What follows belongs to an exercise in optimizing a design on an open flow for small area, a short achievable clock period and few clock cycles per item; a production flow would make more cautious choices. In this exercise RTL edits were held to simulation tests only and were not proved equivalent to the original.

==> flow/design.v, too long to show whole: its modules and the start of the top module <==
// module mdo_accum: 101 lines
// module mdo_mul16x32cs: 878 lines
// module mdo_sq16cs: 191 lines
// module mdo_roots: 127 lines
// module mdo_load_tables: 491 lines
// module minkowski_distance_orders: 120 lines
module minkowski_distance_orders #(
  parameter int unsigned MAX_LEN     = mdo_pkg::MAX_LEN_DEF,
  parameter int unsigned COORD_WIDTH = mdo_pkg::COORD_WIDTH_DEF
) (
  input  logic          clk,
  input  logic          rst,
  input  logic          s_tvalid,
  output logic          s_tready,
  input  logic [31:0]   s_tdata,    
  input  logic          s_tlast,    
  output logic          m_tvalid,
  input  logic          m_tready,
  output logic [111:0]  m_tdata,    
  output logic          m_tuser     
);
  // ...
==> flow/run.sh <==
#!/bin/bash
# synth_recipe.tcl (not shown) runs the flow's synth.tcl, then flattens the netlist and writes it again
# the make line also repeats each setting of config.mk as NAME=value (left out here)
make -C /OpenROAD-flow-scripts/flow DESIGN_CONFIG=/design/flow/config.mk WORK_HOME=/design/flow/orfs CLKGATE_MAP_FILE= SYNTH_SCRIPT=/design/flow/synth_recipe.tcl finish
==> flow/config.mk <==
export PLATFORM = sky130hd
export DESIGN_NAME = minkowski_distance_orders
export DESIGN_NICKNAME = minkowski_distance_orders
export VERILOG_FILES = /design/flow/design.v
export SDC_FILE = /design/flow/constraint.sdc
export NUM_CORES = 4
export LEC_CHECK = 0
export CAP_MARGIN = 20
export CORE_MARGIN = 2
export CORE_UTILIZATION = 40
export SLEW_MARGIN = 20
==> flow/constraint.sdc <==
create_clock -name core_clock -period 10.0 [get_ports {clk}]
set_input_delay 2.0000 -clock core_clock [delete_from_list [all_inputs] [get_ports {clk}]]
set_output_delay 2.0000 -clock core_clock [all_outputs]
set_load 0.01 [all_outputs]
==> notes.md, run 1 <==
================================================================================
Sum of met3 wire segment lengths after detailed routing ...........    10,500 µm
Outcome ...........................................................  no timing/DRC/antenna violations
Floorplan Core Area ...............................................  229,000 µm²
Detailed-route via count ..........................................       71,500
Final number of setup-violating endpoints .........................            0
Clock Latency Late Sink ...........................................       800 ps
Register-to-register path setup slack .............................      4230 ps
Initial cell density of the core ..................................        0.401
Number of signal-net inverters in the final layout ................          930
Cell types occupying the most area after synthesis ................ sky130_fd_sc_hd__dfxtp_1 17%, sky130_fd_sc_hd__fa_1 14%, sky130_fd_sc_hd__edfxtp_1 14%, sky130_fd_sc_hd__ha_1 8.3%, sky130_fd_sc_hd__nand2_1 5.2%
Syn Std Cell Area .................................................   92,000 µm²
Number of gates on the worst path with buffers counted ............           14
Worst slew pin tran ...............................................      1220 ps
Clock root buffer master .......................................... sky130_fd_sc_hd__clkbuf_16
Instance count of the mapped netlist ..............................       10,200
Critical path type ................................................   reg -> reg
Netlist cell types ................................................          103
Biggest area consumer among synthesized cells ..................... sky130_fd_sc_hd__dfxtp_1
DR WL met2 ........................................................   115,000 µm
Max-cap check violation count .....................................            0
Share of post-route cells with drive strength above 1 .............       0.0423
Final critical delay including setup and external delays ..........      5770 ps
Fraction of post-synthesis cell area in the top cell type by area .        0.167
DP Cell Count .....................................................       13,000
Count of flip-flops and latches ...................................        1,206
First-pass GRT wire length ........................................   390,000 µm
H-tree level count ................................................            4
Final cell count without fillers ..................................       13,200
CTS Sinks .........................................................        1,206
Worst-path cell with the longest stage delay ...................... sky130_fd_sc_hd__or2_4
Initial antenna violation count ...................................            2
Post-route worst hold slack .......................................       341 ps
Sequential portion of the cell area ...............................        0.282
Largest register FFs ..............................................          142
Simple-gate share of the synthesized area .........................        0.176
Number of rows in the core area ...................................          176
Post-cts gate resize count ........................................            0
================================================================================
Testbench counts, summed over its fixed seeds: cycles 6,717, items 384.
==> module mdo_accum, before the edit <==
module mdo_accum (
  input  logic                    clk,
  input  logic                    rst,
  input  logic                    s_tvalid,
  output logic                    s_tready,
  input  logic [31:0]             s_tdata,
  input  logic                    s_tlast,
  input  logic                    take,        
  output logic                    full,        
  output logic [SUM_ABS_W-1:0]    sum_abs,
  output logic [SUM_SQ_W-1:0]     sum_sq,      
  output logic [SUM_CUBE_W-1:0]   sum_cube,    
  output logic [COORD_W-1:0]      max_abs,
  output logic                    ovf
);
  logic        nf;           
  logic        adv;          
  logic        blk;
  logic        v1, l1, f1;
  logic [15:0] d1;
  logic        v2, l2, f2;
  logic [15:0] d2;
  logic [31:0] q2;
  logic [47:0] ps, pc;       
  logic        pv, pl, pf, pz;   
  logic [7:0]  cnt;
  logic        sat;          
  logic [16:0] df;
  logic [15:0] dabs;
  assign blk      = v2 && f2 && (full || (pv && pl));
  assign adv      = !blk;
  assign s_tready = adv;
  assign df   = {s_tdata[15], s_tdata[15:0]} - {s_tdata[31], s_tdata[31:16]};
  assign dabs = df[16] ? 16'(-df) : df[15:0];
  assign sat  = !f2 && (ovf || cnt[7]);
  logic [47:0] csa_s, csa_c;
  logic [31:0] sq_s, sq_c;
  mdo_mul16x32cs u_mul (.a(d2), .b(q2), .p_s(csa_s), .p_c(csa_c));
  mdo_sq16cs     u_sq  (.d(d1), .q_s(sq_s), .q_c(sq_c));
  always_ff @(posedge clk) begin
    if (rst) begin
      nf   <= 1'b1;
      v1   <= 1'b0;
      v2   <= 1'b0;
      pv   <= 1'b0;
      full <= 1'b0;
    end else begin
      if (adv) begin
        v1 <= s_tvalid;
        if (s_tvalid) nf <= s_tlast;
        v2 <= v1;
      end
      pv <= v2 && adv;
      if (take) full <= 1'b0;
      else if (pv && pl) full <= 1'b1;
    end
  end
  always_ff @(posedge clk) begin
    if (adv) begin
      d1 <= dabs;
      l1 <= s_tlast;
      f1 <= nf;
      d2 <= d1;
      q2 <= sq_s + sq_c;
      l2 <= l1;
      f2 <= f1;
    end
    ps <= csa_s;
    pc <= csa_c;
    pl <= l2;
    pf <= f2;
    pz <= sat;
  end
  logic [SUM_CUBE_W-1:0] cz, ca, cb, cs, ck, cn;
  assign cz = pf ? '0 : sum_cube;
  assign ca = SUM_CUBE_W'(ps);
  assign cb = SUM_CUBE_W'(pc);
  assign cs = cz ^ ca ^ cb;
  assign ck = (cz & ca) | (cz & cb) | (ca & cb);
  assign cn = cs + {ck[SUM_CUBE_W-2:0], 1'b0};
  always_ff @(posedge clk) begin
    if (v2 && adv) begin
      if (f2) begin
        sum_abs <= SUM_ABS_W'(d2);
        sum_sq  <= SUM_SQ_W'(q2);
        max_abs <= d2;
        cnt     <= 8'd1;
        ovf     <= 1'b0;
      end else begin
        sum_abs <= sat ? '1 : sum_abs + SUM_ABS_W'(d2);
        sum_sq  <= sat ? '1 : sum_sq + SUM_SQ_W'(q2);
        if (d2 > max_abs) max_abs <= d2;
        if (sat) ovf <= 1'b1;
        else     cnt <= cnt + 8'd1;
      end
    end
    if (pv) begin
      sum_cube <= pz ? '1 : cn;
    end
  end
endmodule
==> module mdo_roots, before the edit <==
module mdo_roots (
  input  logic                    clk,
  input  logic                    rst,
  input  logic                    load,
  input  logic [SUM_SQ_W-1:0]     sum_sq,      
  input  logic [SUM_CUBE_W-1:0]   sum_cube,    
  output logic                    last,        
  output logic [DIST_W-1:0]       euclid,
  output logic [DIST_W-1:0]       cubic
);
  localparam int unsigned LD    = 4;    
  localparam int unsigned STEPS = 36 - LD;
  logic        busy;
  logic [5:0]  k;
  logic [33:0] rs;           
  logic [36:0] r2;
  logic [35:0] y2;
  logic [38:0] r2s, t2, d2;
  logic        b2;
  logic [50:0] rc;
  logic [70:0] r3;
  logic [70:0] t3;           
  logic [35:0] y3;
  logic [74:0] r3s, d3;
  logic        b3;
  logic [70:0] t3_0, t3_1;
  logic [1:0]  ly3;
  logic [5:0]  lr3;
  logic [6:0]  lt3;
  logic [2:0]  ly2;
  logic [3:0]  lr2;
  mdo_load_tables u_tab (
    .c_top (sum_cube[55:51]),
    .s_top (sum_sq[39:34]),
    .c_y   (ly3),
    .c_r   (lr3),
    .c_t   (lt3),
    .s_y   (ly2),
    .s_r   (lr2)
  );
  logic [8:0]  xa3;  logic [9:0]  da3;  logic ta3;  logic [7:0]  ra3;  logic [9:0]  ua3;
  logic [10:0] xb3;  logic [11:0] db3;  logic tb3;  logic [9:0]  rb3;  logic [11:0] ub3;
  logic [2:0]  ya3;
  logic [5:0]  xa2, da2;  logic ta2;  logic [4:0] ra2;
  logic [6:0]  xb2, db2;  logic tb2;  logic [5:0] rb2;
  logic [3:0]  ya2;
  assign xa3 = {lr3, sum_cube[50:48]};
  assign da3 = {1'b0, xa3} - {3'b0, lt3};
  assign ta3 = !da3[9];
  assign ra3 = ta3 ? da3[7:0] : xa3[7:0];
  assign ya3 = {ly3, ta3};
  assign ua3 = ta3 ? ({1'b0, lt3, 2'b00} + 10'(36 * ly3) + 10'd15)
                   : ({1'b0, lt3, 2'b00} - 10'(12 * ly3) - 10'd3);
  assign xb3 = {ra3, sum_cube[47:45]};
  assign db3 = {1'b0, xb3} - {2'b0, ua3};
  assign tb3 = !db3[11];
  assign rb3 = tb3 ? db3[9:0] : xb3[9:0];
  assign ub3 = tb3 ? ({ua3, 2'b00} + 12'(36 * ya3) + 12'd15)
                   : ({ua3, 2'b00} - 12'(12 * ya3) - 12'd3);
  assign xa2 = {lr2, sum_sq[33:32]};
  assign da2 = xa2 - {1'b0, ly2, 2'b01};
  assign ta2 = !da2[5] && (xa2 >= {1'b0, ly2, 2'b01});
  assign ra2 = ta2 ? da2[4:0] : xa2[4:0];
  assign ya2 = {ly2, ta2};
  assign xb2 = {ra2, sum_sq[31:30]};
  assign db2 = xb2 - {1'b0, ya2, 2'b01};
  assign tb2 = (xb2 >= {1'b0, ya2, 2'b01});
  assign rb2 = tb2 ? db2[5:0] : xb2[5:0];
  assign last = busy && (k == 6'(STEPS - 1));
  assign r2s = {r2[36:0], rs[33:32]};
  assign t2  = {1'b0, y2[35:0], 2'b01};
  assign d2  = r2s - t2;
  assign b2  = !d2[38];
  assign r3s = {1'b0, r3, rc[50:48]};
  assign d3  = r3s - {4'b0, t3};
  assign b3  = !d3[74];
  logic [70:0] a0, b0, c0, s0, k0, a1, b1, c1, s1, k1;
  assign a0 = {t3[68:0], 2'b10};
  assign b0 = ~(71'({y3[34:0], 3'b011}));
  assign c0 = ~(71'({y3[34:0], 2'b00}));
  assign s0 = a0 ^ b0 ^ c0;
  assign k0 = (a0 & b0) | (a0 & c0) | (b0 & c0);
  assign t3_0 = s0 + {k0[69:0], 1'b0};
  assign a1 = {t3[68:0], 2'b00};
  assign b1 = 71'({y3[34:0], 5'b01111});
  assign c1 = 71'({y3[34:0], 2'b00});
  assign s1 = a1 ^ b1 ^ c1;
  assign k1 = (a1 & b1) | (a1 & c1) | (b1 & c1);
  assign t3_1 = s1 + {k1[69:0], 1'b0};
  assign euclid = y2;
  assign cubic  = y3;
  always_ff @(posedge clk) begin
    if (rst) begin
      busy <= 1'b0;
    end else if (load) begin
      busy <= 1'b1;
    end else if (last) begin
      busy <= 1'b0;
    end
  end
  always_ff @(posedge clk) begin
    if (load) begin
      k  <= '0;
      rs <= {sum_sq[31:0], 2'b00};
      r2 <= 37'(ra2);
      rc <= {sum_cube[47:0], 3'b000};
      r3 <= 71'(ra3);
      t3 <= 71'(ua3);
    end else begin
      k  <= k + 6'd1;
      rs <= {rs[31:0], 2'b00};
      r2 <= b2 ? d2[36:0] : r2s[36:0];
      rc <= {rc[47:0], 3'b000};
      r3 <= b3 ? d3[70:0] : r3s[70:0];
      t3 <= b3 ? t3_1 : t3_0;
    end
  end
  always_ff @(posedge clk) begin
    if (load) begin
      y2 <= 36'(ya2);
      y3 <= 36'(ya3);
    end else if (busy) begin
      y2 <= {y2[34:0], b2};
      y3 <= {y3[34:0], b3};
    end
  end
endmodule
==> module minkowski_distance_orders, before the edit <==
module minkowski_distance_orders #(
  parameter int unsigned MAX_LEN     = mdo_pkg::MAX_LEN_DEF,
  parameter int unsigned COORD_WIDTH = mdo_pkg::COORD_WIDTH_DEF
) (
  input  logic          clk,
  input  logic          rst,
  input  logic          s_tvalid,
  output logic          s_tready,
  input  logic [31:0]   s_tdata,    
  input  logic          s_tlast,    
  output logic          m_tvalid,
  input  logic          m_tready,
  output logic [111:0]  m_tdata,    
  output logic          m_tuser     
);
  logic                    full;
  logic                    move;         
  logic                    bfull;
  logic [SUM_ABS_W-1:0]    b_abs;
  logic [SUM_SQ_W-1:0]     b_sq;
  logic [SUM_CUBE_W-1:0]   b_cube;
  logic [COORD_W-1:0]      b_max;
  logic                    b_ovf;
  logic [SUM_ABS_W-1:0]    sum_abs;
  logic [SUM_SQ_W-1:0]     sum_sq;
  logic [SUM_CUBE_W-1:0]   sum_cube;
  logic [COORD_W-1:0]      max_abs;
  logic                    ovf;
  logic                    nin, nout;    
  logic                    out_take;
  logic [1:0]              take, busy, done, root_last;
  logic [DIST_W-1:0]       euclid [0:1];
  logic [DIST_W-1:0]       cubic  [0:1];
  logic [SUM_ABS_W-1:0]    manhattan_dist [0:1];
  logic [CHEB_W-1:0]       chebyshev_dist [0:1];
  logic [1:0]              overflow;
  mdo_accum u_accum (
    .clk      (clk),
    .rst      (rst),
    .s_tvalid (s_tvalid),
    .s_tready (s_tready),
    .s_tdata  (s_tdata),
    .s_tlast  (s_tlast),
    .take     (move),
    .full     (full),
    .sum_abs  (sum_abs),
    .sum_sq   (sum_sq),
    .sum_cube (sum_cube),
    .max_abs  (max_abs),
    .ovf      (ovf)
  );
  assign move = full && !bfull;
  always_ff @(posedge clk) begin
    if (move) begin
      b_abs  <= sum_abs;
      b_sq   <= sum_sq;
      b_cube <= sum_cube;
      b_max  <= max_abs;
      b_ovf  <= ovf;
    end
  end
  assign m_tvalid = nout ? done[1] : done[0];
  assign out_take = m_tvalid && m_tready;
  for (genvar j = 0; j < 2; j++) begin : g_unit
    assign take[j] = bfull && (nin == 1'(j)) &&
                     (!busy[j] || (out_take && nout == 1'(j)));
    mdo_roots u_roots (
      .clk      (clk),
      .rst      (rst),
      .load     (take[j]),
      .sum_sq   (b_sq),
      .sum_cube (b_cube),
      .last     (root_last[j]),
      .euclid   (euclid[j]),
      .cubic    (cubic[j])
    );
    always_ff @(posedge clk) begin
      if (rst) begin
        busy[j] <= 1'b0;
        done[j] <= 1'b0;
      end else begin
        if (take[j]) begin
          busy[j] <= 1'b1;
        end else if (out_take && nout == 1'(j)) begin
          busy[j] <= 1'b0;
        end
        if (root_last[j]) begin
          done[j] <= 1'b1;
        end else if (out_take && nout == 1'(j)) begin
          done[j] <= 1'b0;
        end
      end
    end
    always_ff @(posedge clk) begin
      if (take[j]) begin
        manhattan_dist[j] <= b_abs;
        chebyshev_dist[j] <= b_max;
        overflow[j]       <= b_ovf;
      end
    end
  end
  always_ff @(posedge clk) begin
    if (rst) begin
      bfull <= 1'b0;
      nin   <= 1'b0;
      nout  <= 1'b0;
    end else begin
      if (move) begin
        bfull <= 1'b1;
      end else if (|take) begin
        bfull <= 1'b0;
      end
      if (|take) nin <= !nin;
      if (out_take) nout <= !nout;
    end
  end
  assign m_tdata = nout ? {1'b0, chebyshev_dist[1], cubic[1], euclid[1], manhattan_dist[1]}
                        : {1'b0, chebyshev_dist[0], cubic[0], euclid[0], manhattan_dist[0]};
  assign m_tuser = nout ? overflow[1] : overflow[0];
endmodule
==> run 2, diff against run 1 <==
--- a/flow/design.v
+++ b/flow/design.v
@@ -20,4 +20,5 @@
   input  logic                    s_tlast,
-  input  logic                    take,        
-  output logic                    full,        
+  input  logic                    bfull,       
+  output logic                    move,        
+  output logic [SUM_CUBE_W-1:0]   cube_in,     
   output logic [SUM_ABS_W-1:0]    sum_abs,
@@ -28,2 +29,4 @@
 );
+  logic        full;         
+  logic        done;         
   logic        nf;           
@@ -40,5 +43,8 @@
   logic        sat;          
-  logic [16:0] df;
+  logic [16:0] df, dn;
   logic [15:0] dabs;
-  assign blk      = v2 && f2 && (full || (pv && pl));
+  assign done     = pv && pl;
+  assign move     = (done || full) && !bfull;
+  assign cube_in  = full ? sum_cube : (pz ? '1 : cn);
+  assign blk      = v2 && f2 && (full || (done && bfull));
   assign adv      = !blk;
@@ -46,4 +52,12 @@
   assign df   = {s_tdata[15], s_tdata[15:0]} - {s_tdata[31], s_tdata[31:16]};
-  assign dabs = df[16] ? 16'(-df) : df[15:0];
+  assign dn   = {s_tdata[31], s_tdata[31:16]} - {s_tdata[15], s_tdata[15:0]};
+  assign dabs = df[16] ? dn[15:0] : df[15:0];
   assign sat  = !f2 && (ovf || cnt[7]);
+  logic [SUM_CUBE_W-1:0] cz, ca, cb, cs, ck, cn;
+  assign cz = pf ? '0 : sum_cube;
+  assign ca = SUM_CUBE_W'(ps);
+  assign cb = SUM_CUBE_W'(pc);
+  assign cs = cz ^ ca ^ cb;
+  assign ck = (cz & ca) | (cz & cb) | (ca & cb);
+  assign cn = cs + {ck[SUM_CUBE_W-2:0], 1'b0};
   logic [47:0] csa_s, csa_c;
@@ -66,4 +80,3 @@
       pv <= v2 && adv;
-      if (take) full <= 1'b0;
-      else if (pv && pl) full <= 1'b1;
+      full <= (full || done) && bfull;
     end
@@ -86,9 +99,2 @@
   end
-  logic [SUM_CUBE_W-1:0] cz, ca, cb, cs, ck, cn;
-  assign cz = pf ? '0 : sum_cube;
-  assign ca = SUM_CUBE_W'(ps);
-  assign cb = SUM_CUBE_W'(pc);
-  assign cs = cz ^ ca ^ cb;
-  assign ck = (cz & ca) | (cz & cb) | (ca & cb);
-  assign cn = cs + {ck[SUM_CUBE_W-2:0], 1'b0};
   always_ff @(posedge clk) begin
@@ -1187,3 +1193,4 @@
   input  logic                    rst,
-  input  logic                    load,
+  input  logic                    load,        
+  input  logic                    load_w,      
   input  logic [SUM_SQ_W-1:0]     sum_sq,      
@@ -1285,3 +1292,3 @@
   always_ff @(posedge clk) begin
-    if (load) begin
+    if (load_w) begin
       k  <= '0;
@@ -1818,3 +1825,3 @@
 );
-  logic                    full;
+  logic [SUM_CUBE_W-1:0]   cube_in;
   logic                    move;         
@@ -1834,2 +1841,3 @@
   logic [1:0]              take, busy, done, root_last;
+  logic [1:0]              take_w;       
   logic [DIST_W-1:0]       euclid [0:1];
@@ -1846,4 +1854,5 @@
     .s_tlast  (s_tlast),
-    .take     (move),
-    .full     (full),
+    .bfull    (bfull),
+    .move     (move),
+    .cube_in  (cube_in),
     .sum_abs  (sum_abs),
@@ -1854,3 +1863,2 @@
   );
-  assign move = full && !bfull;
   always_ff @(posedge clk) begin
@@ -1859,3 +1867,3 @@
       b_sq   <= sum_sq;
-      b_cube <= sum_cube;
+      b_cube <= cube_in;
       b_max  <= max_abs;
@@ -1869,2 +1877,4 @@
                      (!busy[j] || (out_take && nout == 1'(j)));
+    assign take_w[j] = bfull && (nin == 1'(j)) &&
+                       (!busy[j] || (done[j] && nout == 1'(j)));
     mdo_roots u_roots (
@@ -1873,2 +1883,3 @@
       .load     (take[j]),
+      .load_w   (take_w[j]),
       .sum_sq   (b_sq),
--- a/flow/config.mk
+++ b/flow/config.mk
@@ -9,3 +9,3 @@
 export CORE_MARGIN = 2
-export CORE_UTILIZATION = 40
+export CORE_UTILIZATION = 60
 export SLEW_MARGIN = 20
==> run 2 against run 1 <==
- final cell count fell by 7.9%
- clock skew increased by 2.8 ps
- via count grew 0.84%
- synthesized cell count decreased by 0.46%
- sequential share of layout area increased by 0.27 points
- worst hold slack worse by 13 ps
==> notes.md, run 2 <==
=========================================================================================
Clock-pin slew on the worst setup and hold paths ...........................        60 ps
Most prevalent standard cell on the critical path .......................... sky130_fd_sc_hd__fa_1
Final routed DRC violation total ...........................................            0
Highest clock frequency the design can meet ................................    0.167 GHz
1st-iter DRT viols .........................................................        5,352
Total non-filler cell area in the finished layout ..........................  100,000 µm²
Clock Latency Late Sink ....................................................       810 ps   about the same
Largest clock skew in the final design .....................................      36.2 ps
Max-cap check violation count ..............................................            0   unchanged
Setup TNS ..................................................................         0 ps
Iteration count of the initial detailed-routing pass .......................            6
Final core utilization .....................................................        0.658
Registers with the most flip-flops ......................................... g_unit.u_roots.r3: 142 flops, g_unit.u_roots.t3: 140 flops, g_unit.u_roots.rc: 96 flops
Syn Std Cell Area ..........................................................   92,200 µm²   +0.20%
Final number of setup-violating endpoints ..................................            0   unchanged
CTS Sinks ..................................................................        1,206   unchanged
GPL Wtd Cong ...............................................................        0.971
Largest reg by FF count .................................................... g_unit.u_roots.r3
Post-Place Cell Area .......................................................   95,100 µm²
TritonCTS clock tree .......................................................          yes
Worst slew pin tran ........................................................      1210 ps   -6.60 ps
Critical path type .........................................................   reg -> reg
H-tree level count .........................................................            4   unchanged
Ranking of synthesized cells by instance count ............................. 1,233 x sky130_fd_sc_hd__nand2_1, 971 x sky130_fd_sc_hd__inv_1, 766 x sky130_fd_sc_hd__dfxtp_1, 699 x sky130_fd_sc_hd__a21oi_1, 663 x sky130_fd_sc_hd__fa_1
CP Data Arrival Time .......................................................      6660 ps
Routed wire per std cell ...................................................      20.6 µm
Worst-path cell with the longest stage delay ............................... sky130_fd_sc_hd__edfxtp_1
Final critical delay including setup and external delays ...................      6000 ps   +229 ps
Class of the tightest hold or removal check ................................   reg -> reg
Crit path cell chain ....................................................... and2_1, fa_1, fa_1, fa_1, fa_1, ha_1, and3_1, and3_1, a221oi_1, a21oi_1, a41o_1, o41ai_1, o21ai_0, or4_1, nand4_1
Post-cts gate resize count .................................................            0   unchanged
Number of enable-type register cells in the synthesized netlist ............          440
Post-detailed-route count of antenna-violating nets ........................            0
Final wirelength ...........................................................   251,000 µm
Post-synth top flop ........................................................ sky130_fd_sc_hd__dfxtp_1
Initial cell density of the core ...........................................        0.605   +0.204
Share of post-route cells with drive strength above 1 ......................       0.0483   +0.00600
Register bit total from synthesis ..........................................        1,206
Netlist cell types .........................................................           99   -3.9%
Die area ...................................................................  157,000 µm²
Die Y ......................................................................       396 µm
Floorplan Core Area ........................................................  152,000 µm²   -34%
Placed wire-length estimate ................................................   181,000 µm
Post-CTS setup buffer count ................................................            0
Worst path max stage delay .................................................       650 ps
DIE WIDTH ..................................................................       396 µm
Number of failing hold endpoints at the final stage ........................            0
Sort of element at the end of the critical path ............................     register
Num CTS Buffers ............................................................          141
Fin worst setup slack ......................................................      4000 ps
Detailed-route via count ...................................................       72,100   +0.84%
Final Slew Violations ......................................................            0
Number of rows in the core area ............................................          143   -19%
Synth warnings .............................................................            9
First-pass GRT wire length .................................................   402,000 µm   +3.0%
Post-route clock period utilization ........................................        0.600
Dominant cell by count in the synthesized netlist .......................... sky130_fd_sc_hd__nand2_1
Number of global-route vias before repair ..................................       72,600
Register-to-register path setup slack ......................................      4000 ps   -230 ps
Kind of start point of the critical path ...................................     register
Largest register FFs .......................................................          142   unchanged
DP Cell Count ..............................................................       11,900   -8.1%
Largest fanout on the critical path ........................................           19
Synthesis-to-finish area growth ............................................        8.73%
Maximum number of buffers from clock root to sink ..........................            3
Quantity of hold-fixing buffers added after cts ............................            0
Leading cell type in the layout, fill and taps excluded .................... sky130_fd_sc_hd__nand2_1
Fraction of post-synthesis cell area in the top cell type by area ..........        0.166   -0.000333
Setup Slack @ Placement ....................................................      4140 ps
RSZ-0062 raised after global routing .......................................        false
Most frequent cells in the layout .......................................... 1,233 x sky130_fd_sc_hd__nand2_1, 968 x sky130_fd_sc_hd__inv_1, 760 x sky130_fd_sc_hd__dfxtp_1
# nets final ...............................................................       11,400
Buffers added on ports .....................................................          150
Post-route worst hold slack ................................................       328 ps   -13.4 ps
Worst slew margin relative to its limit ....................................        0.193
Proportion of register bits with asynchronous set or reset after synthesis .            0
Final cell count without fillers ...........................................       12,200   -7.9%
Biggest area consumer among synthesized cells .............................. sky130_fd_sc_hd__dfxtp_1
Pin count of the biggest net entering global routing .......................          167
Number of top-level pins ...................................................          152
Cell types occupying the most area after synthesis ......................... sky130_fd_sc_hd__dfxtp_1 17%, sky130_fd_sc_hd__fa_1 14%, sky130_fd_sc_hd__edfxtp_1 14%, sky130_fd_sc_hd__ha_1 8.5%, sky130_fd_sc_hd__nand2_1 5.0%
Clock root buffer master ................................................... sky130_fd_sc_hd__clkbuf_16
Required time of the worst setup path ......................................    10,660 ps
Initial antenna violation count ............................................            5   +3
GRT Util Overall ...........................................................        0.321
Post-detailed-route via-to-cell ratio ......................................         5.91
Instance count of the mapped netlist .......................................       10,100   -0.46%
Outcome ....................................................................  no timing/DRC/antenna violations
Part of the Yosys area used for sequential elements ........................        0.310
Overflow after GRT .........................................................            0
Antenna diode count ........................................................            0
Synthesized area per cell ..................................................     9.09 µm²
=========================================================================================
-- run 2: cell count changes in the layout (fill, tap and decap cells not counted), sizes merged, moves of 36 or more --
cell	delta
a21o	+57
inv	+44
mux2	+42
nand2	-36
nor2	-41
o21ai	-48
-- run 2: kinds of logic (layout without fill, tap and decap cells) --
kind of cell    count (synthesis)  count (layout)  share of synthesized area
mux                           314             314                     0.0353
other cells                     2               4                  0.0000815
compound gates               2183            2183                      0.152
xor+xnor                      504             504                     0.0480
fa+ha+maj                    1286            1286                      0.229
flops                        1206            1206                      0.310
buf+inv                      1421            1457                     0.0584
simple gates                 3220            3220                      0.168
-- run 2: cell type report --
class	count	area [µm²]
clock buffers	186	3930
clock inverters	75	982
fillers	12800	52100
inverters	971	3650
multi-input cells	7511	58400
flip-flops and latches	1206	28600
well taps	2030	2540
repair buffers	225	2180
-- run 2: worst paths after layout --
path                                start                  endpoint  cells after the start
setup / recovery  u_accum.d1[2]$_DFFE_PN_  u_accum.q2[28]$_DFFE_PN_                     15
hold / removal       u_accum.l2$_DFFE_PN_        u_accum.pl$_DFF_P_                      0
setup reg to reg  u_accum.d1[2]$_DFFE_PN_  u_accum.q2[28]$_DFFE_PN_                     15
hold reg to reg      u_accum.l2$_DFFE_PN_        u_accum.pl$_DFF_P_                      0
-- run 2: metal layers --
metal / track usage / up-vias / wire, µm
li1: - / 34200 / -
met3: 0.0524 / 442 / 15800
met2: 0.528 / 2099 / 118000
met4: 0.112 / 2 / 8280
met5: 0 / - / 13
met1: 0.430 / 35400 / 109000
-- run 2: worst max-delay path: cells and delay by family (launching register included) --
kind            cells  cell delay [ps]
flops               1              650
simple gates        5             1240
fa+ha+maj           5             2330
compound gates      5             1640
Testbench counts of run 2, summed over its fixed seeds: cycles 6,611, items 384.
==> run 3, diff against run 2 <==
--- a/flow/config.mk
+++ b/flow/config.mk
@@ -9,3 +9,3 @@
 export CORE_MARGIN = 2
-export CORE_UTILIZATION = 60
+export CORE_UTILIZATION = 40
 export SLEW_MARGIN = 20
==> run 3 against run 2 <==
- critical path type unchanged
- core utilization is 22 points lower
- wire length fell by 1.5%
- die area increased by 49%
- worst hold slack better by 17 ps
- final cell count up 8.1%
- still clean on timing, DRC and antenna
- maximum frequency decreased by 1.1%
- register-to-register slack worse by 70 ps
- sequential cell count unchanged
- sequential share of layout area fell by 0.33 points
- setup slack got worse by 67 ps
- non-clock buffer count is 5 lower
==> notes.md, run 3 <==
=========================================================================================
Outcome ....................................................................  no timing/DRC/antenna violations
Class of the tightest hold or removal check ................................   reg -> reg
GPL Wtd Cong ...............................................................        0.882   -9.1%
Post-synth top flop ........................................................ sky130_fd_sc_hd__dfxtp_1
Instance count of the mapped netlist .......................................       10,100   unchanged
Clock root buffer master ................................................... sky130_fd_sc_hd__clkbuf_16
Synthesized area per cell ..................................................     9.09 µm²   unchanged
Number of rows in the core area ............................................          176   +23%
First-pass GRT wire length .................................................   398,000 µm   -0.98%
Maximum number of buffers from clock root to sink ..........................            3   unchanged
Netlist cell types .........................................................           99   unchanged
DIE WIDTH ..................................................................       484 µm   +22%
Registers with the most flip-flops ......................................... g_unit.u_roots.r3: 142 flops, g_unit.u_roots.t3: 140 flops, g_unit.u_roots.rc: 96 flops
Ranking of synthesized cells by instance count ............................. 1,233 x sky130_fd_sc_hd__nand2_1, 971 x sky130_fd_sc_hd__inv_1, 766 x sky130_fd_sc_hd__dfxtp_1, 699 x sky130_fd_sc_hd__a21oi_1, 663 x sky130_fd_sc_hd__fa_1
Post-CTS setup buffer count ................................................            0   unchanged
Worst slew margin relative to its limit ....................................        0.187   -0.00630
Register bit total from synthesis ..........................................        1,206   unchanged
Largest fanout on the critical path ........................................           19   unchanged
Post-cts gate resize count .................................................            0   unchanged
Final core utilization .....................................................        0.442   -0.216
Number of buffer and inverter stages on the critical path ..................            0   unchanged
Syn Std Cell Area ..........................................................   92,200 µm²   unchanged
Number of enable-type register cells in the synthesized netlist ............          440   unchanged
Cell family with the largest share of critical-path delay ..................  adder cells
Setup TNS ..................................................................         0 ps   unchanged
Buffers added on ports .....................................................          150   unchanged
Critical path type .........................................................   reg -> reg
Die area ...................................................................  234,000 µm²   +49%
H-tree level count .........................................................            4   unchanged
Post-route worst hold slack ................................................       345 ps   +17.2 ps
TritonCTS clock tree .......................................................          yes
Placed wire-length estimate ................................................   179,000 µm   -0.99%
Synthesis-to-finish area growth ............................................        10.0%
Pin count of the biggest net entering global routing .......................          176   +5.4%
Required time of the worst setup path ......................................    10,680 ps   +20 ps
GRT Util Overall ...........................................................        0.209   -0.112
Post-detailed-route count of antenna-violating nets ........................            0   unchanged
Most frequent cells in the layout .......................................... 1,233 x sky130_fd_sc_hd__nand2_1, 968 x sky130_fd_sc_hd__inv_1, 760 x sky130_fd_sc_hd__dfxtp_1
1st-iter DRT viols .........................................................        4,330   -19%
Worst path max stage delay .................................................       690 ps   +40 ps
Synth warnings .............................................................            9   unchanged
Detailed-route via count ...................................................       71,300   -1.2%
Final Slew Violations ......................................................            0   unchanged
Final number of setup-violating endpoints ..................................            0   unchanged
Kind of start point of the critical path ...................................     register
Highest clock frequency the design can meet ................................    0.165 GHz   -1.1%
Initial antenna violation count ............................................            7   +2
RSZ-0062 raised after global routing .......................................        false
Overflow after GRT .........................................................            0   unchanged
Floorplan Core Area ........................................................  229,000 µm²   +51%
Worst slew pin tran ........................................................      1220 ps   +9.44 ps
CP Data Arrival Time .......................................................      6750 ps   +90 ps
Num CTS Buffers ............................................................          145   +2.8%
Number of failing hold endpoints at the final stage ........................            0   unchanged
DP Cell Count ..............................................................       12,900   +8.3%
Proportion of register bits with asynchronous set or reset after synthesis .            0   unchanged
Quantity of hold-fixing buffers added after cts ............................            0   unchanged
Final cell count without fillers ...........................................       13,200   +8.1%
Final critical delay including setup and external delays ...................      6060 ps   +66.6 ps
Final routed DRC violation total ...........................................            0   unchanged
Fraction of post-synthesis cell area in the top cell type by area ..........        0.166   unchanged
Clock Latency Late Sink ....................................................       830 ps   +20 ps
Largest reg by FF count .................................................... g_unit.u_roots.r3
Crit path cell chain ....................................................... and2_1, fa_1, fa_1, fa_1, fa_1, ha_1, and3_1, and3_1, a221oi_1, a21oi_1, a41o_1, o41ai_1, o21ai_0, or4_1, nand4_1
Post-detailed-route via-to-cell ratio ......................................         5.40   -8.6%
Largest register FFs .......................................................          142   unchanged
Routed wire per std cell ...................................................      18.7 µm   -8.9%
Cell types occupying the most area after synthesis ......................... sky130_fd_sc_hd__dfxtp_1 17%, sky130_fd_sc_hd__fa_1 14%, sky130_fd_sc_hd__edfxtp_1 14%, sky130_fd_sc_hd__ha_1 8.5%, sky130_fd_sc_hd__nand2_1 5.0%
Number of top-level pins ...................................................          152   unchanged
Part of the Yosys area used for sequential elements ........................        0.310   unchanged
Most prevalent standard cell on the critical path .......................... sky130_fd_sc_hd__fa_1
Clock-pin slew on the worst setup and hold paths ...........................        60 ps   about the same
Share of post-route cells with drive strength above 1 ......................       0.0471   -0.00116
Worst-path cell with the longest stage delay ............................... sky130_fd_sc_hd__edfxtp_1
Dominant cell by count in the synthesized netlist .......................... sky130_fd_sc_hd__nand2_1
Sort of element at the end of the critical path ............................     register
Max-cap check violation count ..............................................            0   unchanged
Post-route clock period utilization ........................................        0.606   +0.00666
Leading cell type in the layout, fill and taps excluded .................... sky130_fd_sc_hd__nand2_1
CTS Sinks ..................................................................        1,206   unchanged
Biggest area consumer among synthesized cells .............................. sky130_fd_sc_hd__dfxtp_1
Final wirelength ...........................................................   247,000 µm   -1.5%
Die Y ......................................................................       484 µm   +22%
# nets final ...............................................................       11,400   -0.0088%
Number of global-route vias before repair ..................................       72,800   +0.21%
Initial cell density of the core ...........................................        0.402   -0.204
Iteration count of the initial detailed-routing pass .......................            5   -1
Largest clock skew in the final design .....................................      48.0 ps   +11.8 ps
=========================================================================================
## run 3: area by class of cell
type | count | area [µm²]
Fill cell | 22200 | 128000
Multi-Input combinational cell | 7511 | 58400
Sequential cell | 1206 | 28600
Clock buffer | 196 | 4010
Tap cell | 3026 | 3790
Inverter | 971 | 3650
Timing Repair Buffer | 220 | 2100
Clock inverter | 65 | 908
Antenna cell | 3 | 7.51
## run 3: stage by stage
stage          setup slack [ps]  instance area, µm²
4_1_cts                    4030              101000
2_1_floorplan              1790               92200
5_1_grt                    3700              101000
6_report                   3940              101000
3_3_place_gp               4160               96400
3_5_place_dp               4050               96400
## run 3: worst paths after layout
kind                                              start                  endpoint  slack, ps  depth (start not counted)
worst max-delay path            u_accum.d1[2]$_DFFE_PN_  u_accum.q2[28]$_DFFE_PN_       3940                         15
worst min-delay path               u_accum.l2$_DFFE_PN_        u_accum.pl$_DFF_P_        340                          0
worst max register to register  u_accum.d1[2]$_DFFE_PN_  u_accum.q2[28]$_DFFE_PN_       3940                         15
worst min register to register     u_accum.l2$_DFFE_PN_        u_accum.pl$_DFF_P_        340                          0
## run 3: cells by family after synthesis
| group | share of synthesized area |
|---|---|
| AND/OR/NAND/NOR | 0.168 |
| AO/OA/AOI/OAI | 0.152 |
| buffers and inverters | 0.0584 |
| adder cells (fa/ha/maj) | 0.229 |
| flip-flops | 0.310 |
| XOR/XNOR | 0.0480 |
| multiplexers | 0.0353 |
| other | 0.0000815 |
## run 3: worst reg2reg max path, stage by stage, from the launching register on
cell and delay [ps]:
sky130_fd_sc_hd__edfxtp_1 690, sky130_fd_sc_hd__and2_1 320, sky130_fd_sc_hd__fa_1 560, sky130_fd_sc_hd__fa_1 430, sky130_fd_sc_hd__fa_1 510, sky130_fd_sc_hd__fa_1 440
sky130_fd_sc_hd__ha_1 380, sky130_fd_sc_hd__and3_1 200, sky130_fd_sc_hd__and3_1 190, sky130_fd_sc_hd__a221oi_1 370, sky130_fd_sc_hd__a21oi_1 170, sky130_fd_sc_hd__a41o_1 290
sky130_fd_sc_hd__o41ai_1 490, sky130_fd_sc_hd__o21ai_0 350, sky130_fd_sc_hd__or4_1 460, sky130_fd_sc_hd__nand4_1 90
## run 3: routing by layer
metal / share of wire / track usage / vias to the layer above / wire, µm
li1: - / - / 34200 / -
met1: 0.45 / 0.274 / 35000 / 111000
met2: 0.48 / 0.354 / 1603 / 118000
met3: 0.042 / 0.0263 / 430 / 10400
met4: 0.033 / 0.0722 / 4 / 8270
met5: 0.00011 / 0 / - / 27

static timing again, ports no longer ideal:
The results above use ideal ports. As a check the final layouts listed here were re-extracted and re-timed, cells and wires unchanged.
Step 1 (the two cells are an assumption about what drives the block):
set clk [get_ports {clk}]
set_driving_cell -lib_cell sky130_fd_sc_hd__clkbuf_16 $clk
set_driving_cell -lib_cell sky130_fd_sc_hd__buf_2 [delete_from_list [all_inputs] $clk]
Step 2 moves the port delays by t, midway between the first and last clock arrival at a register: inputs arrive t later, outputs are due t later. That takes back most of the time a late clock gives input paths.
Three values: ideal, step 1, step 2; two values: the first two.
| run | shift t [ns] | setup WS [ns] | worst hold slack (ns) | worst setup path after step 2 |
|---|---|---|---|---|
| run 1 | 0.865 | 4.231 / 4.231 / 3.929 | 0.341 / 0.341 / 0.341 | input to register |
| run 2 | 0.877 | 4.003 / 4.003 / 4.003 | 0.328 / 0.328 / 0.328 | register to register |
| run 3 | 0.891 | 3.936 / 3.936 / 3.936 | 0.345 / 0.345 / 0.345 | register to register |
After both steps every run listed still meets setup and hold. For run 1, which loses most, drivers alone change the setup slack by 0.000 ns; drivers and shift together by -0.302 ns.
